What follows belongs to an exercise in optimizing a design on an open flow for small area; a production flow would make more cautious choices.
The RTL was checked by simulation tests, not by an equivalence proof against the original design.
Power is estimated from default activity; no workload was simulated.

==> flow/design.v (excerpt) <==
module wig_data_block_parser (
	input  wire logic              clk,
	input  wire logic              arst_n,
	input  wire logic              in_valid,
	output wire logic              in_ready,
	input  wire logic [BYTE_W-1:0] in_data,
	input  wire logic              in_last,
	output wire logic              row_valid,
	input  wire logic              row_ready,
	output wire logic [WORD_W-1:0] row_start,
	output wire logic [WORD_W-1:0] row_end,
	output wire logic [WORD_W-1:0] row_value,
	output wire logic [WORD_W-1:0] row_chrom,
	output wire logic              row_bad,
	output wire logic              row_final,
	input  wire logic              cfg_valid,
	output wire logic              cfg_ready,
	input  wire logic [CFG_IDX_W-1:0] cfg_addr,
	input  wire logic [WORD_W-1:0] cfg_wdata
);
==> flow/config.mk <==
export PLATFORM = sky130hd
export DESIGN_NAME = wig_data_block_parser
export DESIGN_NICKNAME = wig_data_block_parser
export VERILOG_FILES = /design/flow/design.v
export SDC_FILE = /design/flow/constraint.sdc
export NUM_CORES = 4
export LEC_CHECK = 0
export CAP_MARGIN = 20
export CORE_MARGIN = 2
export CORE_UTILIZATION = 40
export CTS_BUF_LIST = sky130_fd_sc_hd__clkbuf_4
export SLEW_MARGIN = 20
==> flow/constraint.sdc <==
create_clock -name core_clock -period 8.0 [get_ports {clk}]
set_input_delay 1.6000 -clock core_clock [delete_from_list [all_inputs] [get_ports {clk}]]
set_output_delay 1.6000 -clock core_clock [all_outputs]
set_load 0.01 [all_outputs]
run.sh (not shown) runs the stock make flow with config.mk's settings and CLKGATE_MAP_FILE= SYNTH_SCRIPT=/design/flow/synth_recipe.tcl, a recipe that flattens the netlist after the stock synthesis.
==> next run, changes <==
==> flow/flow/run.sh (new file) <==
#!/bin/bash
# The standard layout (standard.sh) with two changes that only affect buffering:
#  - the port buffers are the smallest buffer cell (buf_1) instead of the resizer's default;
#  - clock tree synthesis uses clkbuf_4 and inserts no dummy loads.
set -euo pipefail
bash standard.sh \
  "BUFFER_PORTS_ARGS=-buffer_cell sky130_fd_sc_hd__buf_1" \
  "CTS_ARGS=-sink_clustering_enable -repair_clock_nets -buf_list sky130_fd_sc_hd__clkbuf_4 -dont_use_dummy_load" \
  finish > standard_make.log 2>&1
==> flow/standard.sh (new file) <==
#!/bin/bash
# synth_recipe.tcl (not shown) runs the flow's synth.tcl, then flattens the netlist and writes it again
# the make line also repeats each setting of config.mk as NAME=value (left out here)
make -C /OpenROAD-flow-scripts/flow DESIGN_CONFIG=/design/flow/config.mk WORK_HOME=/design/flow/orfs CLKGATE_MAP_FILE= SYNTH_SCRIPT=/design/flow/synth_recipe.tcl "${@:-finish}"
CTS_BUF_LIST = default   (was sky130_fd_sc_hd__clkbuf_4)
removed: flow/run.sh
Result: Clock power fell by a quarter to a third; power fell by roughly a tenth; via count fell slightly; sequential cell count is unchanged; global-route usage fell by 0.85 points.
==> next run, changes <==
==> flow/run.sh (new file) <==
#!/bin/bash
# synth_recipe.tcl (not shown) runs the flow's synth.tcl, then flattens the netlist and writes it again
# the make line also repeats each setting of config.mk as NAME=value (left out here)
make -C /OpenROAD-flow-scripts/flow DESIGN_CONFIG=/design/flow/config.mk WORK_HOME=/design/flow/orfs CLKGATE_MAP_FILE= SYNTH_SCRIPT=/design/flow/synth_recipe.tcl finish
CTS_BUF_LIST = sky130_fd_sc_hd__clkbuf_2 sky130_fd_sc_hd__clkbuf_4 sky130_fd_sc_hd__clkbuf_8   (was default)
removed: flow/flow/run.sh
removed: flow/standard.sh
What happened:
- synthesized cell count is unchanged
- register-to-register slack is worse by 0.098 ns
- core utilization increases by 4.3 points
- setup slack gets worse by 0.098 ns
- cell count rose by 0.36%
- power came out higher by about 14%
- non-clock buffer count shrinks by 1
- flip-flop and latch count is unchanged
- die area stays the same
==> next run, changes <==
CTS_BUF_LIST = default   (was sky130_fd_sc_hd__clkbuf_2 sky130_fd_sc_hd__clkbuf_4 sky130_fd_sc_hd__clkbuf_8)
Wire length fell by 0.43%.
Total power barely changes.
Non-clock buffer count rose by 1.
Core utilization fell by 0.11 points.

---

rev 12:
Another version of the RTL of wig_data_block_parser (not shown whole).
Size in the first run: roughly 180 I/O pins.
Design wig_data_block_parser, start of the top module:
module wig_data_block_parser (
	input  wire logic              clk,
	input  wire logic              arst_n,
	input  wire logic              in_valid,
	output wire logic              in_ready,
	input  wire logic [BYTE_W-1:0] in_data,
	input  wire logic              in_last,
	output wire logic              row_valid,
	input  wire logic              row_ready,
	output wire logic [WORD_W-1:0] row_start,
	output wire logic [WORD_W-1:0] row_end,
	output wire logic [WORD_W-1:0] row_value,
	output wire logic [WORD_W-1:0] row_chrom,
	output wire logic              row_bad,
	output wire logic              row_final,
	input  wire logic              cfg_valid,
	output wire logic              cfg_ready,
	input  wire logic [CFG_IDX_W-1:0] cfg_addr,
	input  wire logic [WORD_W-1:0] cfg_wdata
);
	logic               swap_q;
	logic               qb_sign_q;
	logic [WORD_W-1:0]  qb_q;
	logic               qe_sign_q;
	logic [WORD_W-1:0]  qe_q;
	logic [POS_W-1:0]   pos_q;
	logic               in_header_q;
	wdbp_pkg::kind_t    kind_q;
	logic               missed_q;
	logic [COUNT_W-1:0] left_q;
	logic [WORD_W-1:0]  chrom_q;
	logic [WORD_W-1:0]  start_q;
	logic [WORD_W-1:0]  end_q;
	logic [WORD_W-1:0]  inc_q;
  ...
Settings: LEC_CHECK=0, CAP_MARGIN=5, CORE_MARGIN=2, CORE_UTILIZATION=40, SLEW_MARGIN=5; clock period 8.0 ns.
standard.sh (not shown) runs the stock make flow with config.mk's settings and CLKGATE_MAP_FILE= SYNTH_SCRIPT=/design/flow/synth_recipe.tcl, a recipe that flattens the netlist after the stock synthesis.
==> flow/flow/run.sh <==
#!/bin/bash
# The standard layout (standard.sh) with two changes that only affect buffering:
#  - the port buffers are the smallest buffer cell (buf_1) instead of the resizer's default;
#  - clock tree synthesis uses clkbuf_4 in clusters of at most 8 sinks and inserts no dummy
#    loads.
set -euo pipefail
bash standard.sh \
  "BUFFER_PORTS_ARGS=-buffer_cell sky130_fd_sc_hd__buf_1" \
  "CTS_ARGS=-sink_clustering_enable -repair_clock_nets -buf_list sky130_fd_sc_hd__clkbuf_4 -sink_clustering_size 8 -sink_clustering_max_diameter 50 -dont_use_dummy_load" \
  finish > standard_make.log 2>&1
> inputs changed (rev 12 -> rev 13)
Settings: SLEW_MARGIN now 20, was 5; CAP_MARGIN now 20, was 5.
Notes after the runs:
Rev 13 has completed all stages; timing, DRC and antenna checks passed.
From rev 12 to rev 13 the numbers moved as follows: post-route minimum period held steady, count of multi-input gates held steady.
Re routed wire length: no difference whatsoever between rev 13 and rev 12.
Summary of rev 13 over rev 12: net count reported at finish ~0 delta; final cell count without fillers held; total internal power held.
Number of maximum-capacitance constraint violations: rev 12 vs rev 13 identical
For core utilization, rev 13 and rev 12 come out practically identical.

---

The RTL this note starts from:
==> flow/design.v <==
`default_nettype none
package wdbp_pkg;
	localparam int WORD_W  = 32;
	localparam int BYTE_W  = 8;
	localparam int COUNT_W = 16;
	localparam int POS_W   = 5;
	localparam int CFG_IDX_W = 2;
	typedef logic [CFG_IDX_W-1:0] cfg_idx_t;
	localparam cfg_idx_t CFG_BYTE_SWAPPED = 2'd0;
	localparam cfg_idx_t CFG_QUERY_BEGIN  = 2'd1;
	localparam cfg_idx_t CFG_QUERY_END    = 2'd2;
	typedef enum logic [1:0] {
		KIND_NONE = 2'd0,
		KIND_BED  = 2'd1,
		KIND_VAR  = 2'd2,
		KIND_FIX  = 2'd3
	} kind_t;
endpackage
`default_nettype wire
`default_nettype none
import wdbp_pkg::*;
module wdbp_window (
	input  wire logic [WORD_W-1:0] lo,
	input  wire logic [WORD_W-1:0] hi,
	input  wire logic [WORD_W-1:0] a,
	input  wire logic [WORD_W-1:0] b,
	output logic                   below,
	output logic                   above,
	output logic                   empty
);
	function automatic logic less(input logic [WORD_W-1:0] x, input logic [WORD_W-1:0] y,
		input logic signed_cmp);
		logic c;
		c = 1'b0;
		for (int i = 0; i < WORD_W - 1; i++) begin
			c = (!x[i] && y[i]) || ((!x[i] || y[i]) && c);
		end
		if (signed_cmp) begin
			c = (x[WORD_W-1] && !y[WORD_W-1]) || ((x[WORD_W-1] || !y[WORD_W-1]) && c);
		end
		less = c;
	endfunction
	always_comb begin
		below = less(hi, a, 1'b1);
		above = less(b, lo, 1'b1);
		empty = !lo[WORD_W-1] && !hi[WORD_W-1] && less(hi, lo, 1'b0);
	end
endmodule
`default_nettype wire
`default_nettype none
import wdbp_pkg::*;
module wig_data_block_parser (
	input  wire logic              clk,
	input  wire logic              arst_n,
	input  wire logic              in_valid,
	output wire logic              in_ready,
	input  wire logic [BYTE_W-1:0] in_data,
	input  wire logic              in_last,
	output wire logic              row_valid,
	input  wire logic              row_ready,
	output wire logic [WORD_W-1:0] row_start,
	output wire logic [WORD_W-1:0] row_end,
	output wire logic [WORD_W-1:0] row_value,
	output wire logic [WORD_W-1:0] row_chrom,
	output wire logic              row_bad,
	output wire logic              row_final,
	input  wire logic              cfg_valid,
	output wire logic              cfg_ready,
	input  wire logic [CFG_IDX_W-1:0] cfg_addr,
	input  wire logic [WORD_W-1:0] cfg_wdata
);
	logic               swap_q;
	logic               qb_sign_q;
	logic [WORD_W-1:0]  qb_q;
	logic               qe_sign_q;
	logic [WORD_W-1:0]  qe_q;
	logic [POS_W-1:0]   pos_q;
	logic               in_header_q;
	wdbp_pkg::kind_t    kind_q;
	logic               missed_q;
	logic [COUNT_W-1:0] left_q;
	logic [WORD_W-1:0]  chrom_q;
	logic [WORD_W-1:0]  start_q;
	logic [WORD_W-1:0]  end_q;
	logic [WORD_W-1:0]  inc_q;
	logic [WORD_W-1:0]  value_q;
	logic               out_valid_q;
	logic               accept;
	logic               hdr_take;
	logic               rec_take;
	logic               active_rec;
	logic               row_done;
	logic               hdr_done;
	logic               clear_pos;
	logic [3:0]         lane_en;
	logic [3:0]         lane_clr;
	logic [2:0]         field;
	logic [BYTE_W-1:0]  din;
	logic [WORD_W-1:0]  din_w;
	logic [WORD_W-1:0]  sum;
	logic [WORD_W-1:0]  lo;
	logic [WORD_W-1:0]  hi;
	logic               below;
	logic               above;
	logic               empty;
	logic               is_bed;
	logic               is_var;
	logic               is_fix;
	logic               is_none;
	logic               left_zero;
	wdbp_pkg::kind_t    kind_dec;
	localparam int ADD_BLK = 5;
	function automatic logic [WORD_W-1:0] add_ci(input logic [WORD_W-1:0] x,
		input logic [WORD_W-1:0] y);
		logic c;
		logic cb;
		logic ones;
		logic [WORD_W-1:0] s0;
		cb = 1'b0;
		for (int b = 0; b < WORD_W; b += ADD_BLK) begin
			c = 1'b0;
			for (int i = b; i < b + ADD_BLK && i < WORD_W; i++) begin
				s0[i] = x[i] ^ y[i] ^ c;
				c = (x[i] & y[i]) | (c & (x[i] ^ y[i]));
			end
			ones = 1'b1;
			for (int i = b; i < b + ADD_BLK && i < WORD_W; i++) begin
				add_ci[i] = s0[i] ^ (cb & ones);
				ones = ones & s0[i];
			end
			cb = c | (cb & ones);
		end
	endfunction
	assign in_ready  = !out_valid_q || row_ready;
	assign accept    = in_valid && in_ready;
	assign cfg_ready = 1'b1;
	always_comb begin
		is_bed  = (kind_q == KIND_BED);
		is_var  = (kind_q == KIND_VAR);
		is_fix  = (kind_q == KIND_FIX);
		is_none = (kind_q == KIND_NONE);
		left_zero  = (left_q == '0);
		active_rec = !in_header_q && !is_none && !left_zero;
		hdr_take   = accept && in_header_q;
		rec_take   = accept && active_rec;
		hdr_done   = in_header_q && (pos_q == POS_W'(23));
		clear_pos  = in_header_q && (pos_q == POS_W'(21));
		row_done   = active_rec && ((is_bed && pos_q == POS_W'(11)) ||
			(is_var && pos_q == POS_W'(7)) || (is_fix && pos_q[1:0] == 2'd3));
		field = pos_q[4:2];
		for (int g = 0; g < 4; g++) begin
			lane_en[g] = ((swap_q ? ~pos_q[1:0] : pos_q[1:0]) == 2'(g));
		end
		lane_clr = lane_en | {4{clear_pos}};
		din   = clear_pos ? '0 : in_data;
		din_w = {4{din}};
		if (in_data[BYTE_W-1:2] == '0 && in_data[1:0] != 2'd0) begin
			kind_dec = wdbp_pkg::kind_t'(in_data[1:0]);
		end else begin
			kind_dec = KIND_NONE;
		end
		sum = add_ci(pos_q[0] ? end_q : start_q, inc_q);
		lo = {qb_sign_q & qb_q[WORD_W-1], qb_q[WORD_W-2:0]};
		hi = {qe_sign_q & qe_q[WORD_W-1], qe_q[WORD_W-2:0]};
	end
	wdbp_window u_window (
		.lo    (lo),
		.hi    (hi),
		.a     (start_q),
		.b     (end_q),
		.below (below),
		.above (above),
		.empty (empty)
	);
	always_ff @(posedge clk or negedge arst_n) begin
		if (!arst_n) begin
			swap_q      <= 1'b0;
			qb_sign_q   <= 1'b1;
			qe_sign_q   <= 1'b1;
			pos_q       <= '0;
			in_header_q <= 1'b1;
			out_valid_q <= 1'b0;
		end else begin
			if (cfg_valid) begin
				unique case (cfg_addr)
					CFG_BYTE_SWAPPED: swap_q <= cfg_wdata[0];
					CFG_QUERY_BEGIN:  qb_sign_q <= cfg_wdata[WORD_W-1];
					CFG_QUERY_END:    qe_sign_q <= cfg_wdata[WORD_W-1];
					default: ;
				endcase
			end
			if (accept) begin
				if (in_last) begin
					in_header_q <= 1'b1;
					pos_q       <= '0;
				end else if (in_header_q) begin
					if (hdr_done) begin
						in_header_q <= 1'b0;
						pos_q       <= '0;
					end else begin
						pos_q <= pos_q + 1'b1;
					end
				end else if (active_rec) begin
					if (row_done) begin
						pos_q <= is_fix ? POS_W'(4) : '0;
					end else begin
						pos_q <= pos_q + 1'b1;
					end
				end
			end
			if (accept && ((hdr_done && is_none) || (row_done && !missed_q && !below && !above))) begin
				out_valid_q <= 1'b1;
			end else if (row_ready) begin
				out_valid_q <= 1'b0;
			end
		end
	end
	always_ff @(posedge clk) begin
		if (cfg_valid && cfg_addr == CFG_QUERY_BEGIN) begin
			qb_q <= cfg_wdata;
		end else if (hdr_take && field == 3'd1 && qb_sign_q) begin
			for (int g = 0; g < 4; g++) begin
				if (lane_en[g]) qb_q[8*g +: 8] <= din_w[8*g +: 8];
			end
		end
		if (cfg_valid && cfg_addr == CFG_QUERY_END) begin
			qe_q <= cfg_wdata;
		end else if (hdr_take && field == 3'd2 && qe_sign_q) begin
			for (int g = 0; g < 4; g++) begin
				if (lane_en[g]) qe_q[8*g +: 8] <= din_w[8*g +: 8];
			end
		end
		if (hdr_take && pos_q == POS_W'(20)) kind_q <= kind_dec;
		if (hdr_take && pos_q == POS_W'(12)) missed_q <= below || above || empty;
		for (int g = 0; g < 4; g++) begin
			if (hdr_take && field == 3'd0 && lane_en[g]) chrom_q[8*g +: 8] <= din_w[8*g +: 8];
		end
		if (hdr_take && pos_q[4:1] == 4'd11) begin
			if (pos_q[0] ^ swap_q) left_q[15:8] <= din;
			else left_q[7:0] <= din;
		end else if (rec_take && row_done) begin
			left_q <= left_q - 1'b1;
		end
		if (rec_take && is_fix && pos_q == POS_W'(4)) begin
			start_q <= sum;
		end else begin
			for (int g = 0; g < 4; g++) begin
				if (lane_clr[g] && ((hdr_take && field == 3'd1) || (hdr_take && clear_pos && !is_fix) ||
						(rec_take && !is_fix && field == 3'd0))) begin
					start_q[8*g +: 8] <= din_w[8*g +: 8];
				end
			end
		end
		if ((hdr_take && is_fix && pos_q == POS_W'(22)) ||
				(rec_take && is_var && pos_q == POS_W'(4)) ||
				(rec_take && is_fix && pos_q == POS_W'(5))) begin
			end_q <= sum;
		end else begin
			for (int g = 0; g < 4; g++) begin
				if (lane_clr[g] && ((hdr_take && (field == 3'd2 || field == 3'd3)) ||
						(hdr_take && clear_pos && !is_fix) || (rec_take && is_bed && field == 3'd1))) begin
					end_q[8*g +: 8] <= din_w[8*g +: 8];
				end
			end
		end
		if (hdr_take && is_fix && pos_q == POS_W'(22)) begin
			inc_q <= end_q;
		end else begin
			for (int g = 0; g < 4; g++) begin
				if (lane_en[g] && hdr_take && field == 3'd4) inc_q[8*g +: 8] <= din_w[8*g +: 8];
			end
		end
		for (int g = 0; g < 4; g++) begin
			if (lane_clr[g] && ((hdr_take && clear_pos) ||
					(rec_take && ((is_bed && field == 3'd2) || (is_var && field == 3'd1) || is_fix)))) begin
				value_q[8*g +: 8] <= din_w[8*g +: 8];
			end
		end
	end
	assign row_valid = out_valid_q;
	assign row_start = start_q;
	assign row_end   = end_q;
	assign row_value = value_q;
	assign row_chrom = chrom_q;
	assign row_bad   = is_none;
	assign row_final = left_zero && !is_none;
endmodule
`default_nettype wire
clock: 8.0 ns
lec_check: 0
cap_margin: 20
core_margin: 2
core_utilization: 55
gpl_timing_driven: 0
slew_margin: 20
Scripts as last shown in full above: flow/flow/run.sh
Edit:
CORE_UTILIZATION = 40   (was 55)
GPL_TIMING_DRIVEN = default   (was 0)
Outcome: Cell count went up by 6.2%; power barely changes; area after synthesis does not change; global-route usage went down by 8.2 points; routed wire length went up by 3.8%; die area went up by 36%.

-- re-timing with driven ports --
In the flow no input, the clock included, has a driving cell. The finished layouts below were timed again as built, in two steps.
Step 1 sets driving cells, clkbuf_16 on the clock port and buf_2 on the other inputs (assumed; they add their load-dependent delay and slew).
Step 2, shift: input delay + t, output delay - t, t = (earliest + latest rising clock arrival at the registers) / 2. This alone moves slack from input paths to output paths.
a / b / c = no drivers / after step 1 / after step 2; a / b = the first two.
run	shift t [ns]	setup WS [ns]	clock arrival spread, ns	cell pins on the clock port's net
the first run of note 1	0.743	3.045 / 3.045 / 3.045	0.076 / 0.076	1
the second run of note 1	0.701	3.138 / 3.138 / 3.138	0.098 / 0.098	1
the third run of note 1	0.605	3.039 / 3.039 / 3.039	0.036 / 0.036	1
the fourth run of note 1	0.588	3.019 / 3.019 / 3.019	0.012 / 0.012	1
rev 12	0.684	2.063 / 2.063 / 2.063	0.074 / 0.073	1
rev 13	0.684	2.063 / 2.063 / 2.063	0.074 / 0.073	1
the first run of note 3	0.680	1.379 / 1.379 / 1.379	0.095 / 0.096	1
the second run of note 3	0.683	2.379 / 2.379 / 2.379	0.059 / 0.059	1
After both steps setup and hold are still met in every run listed.
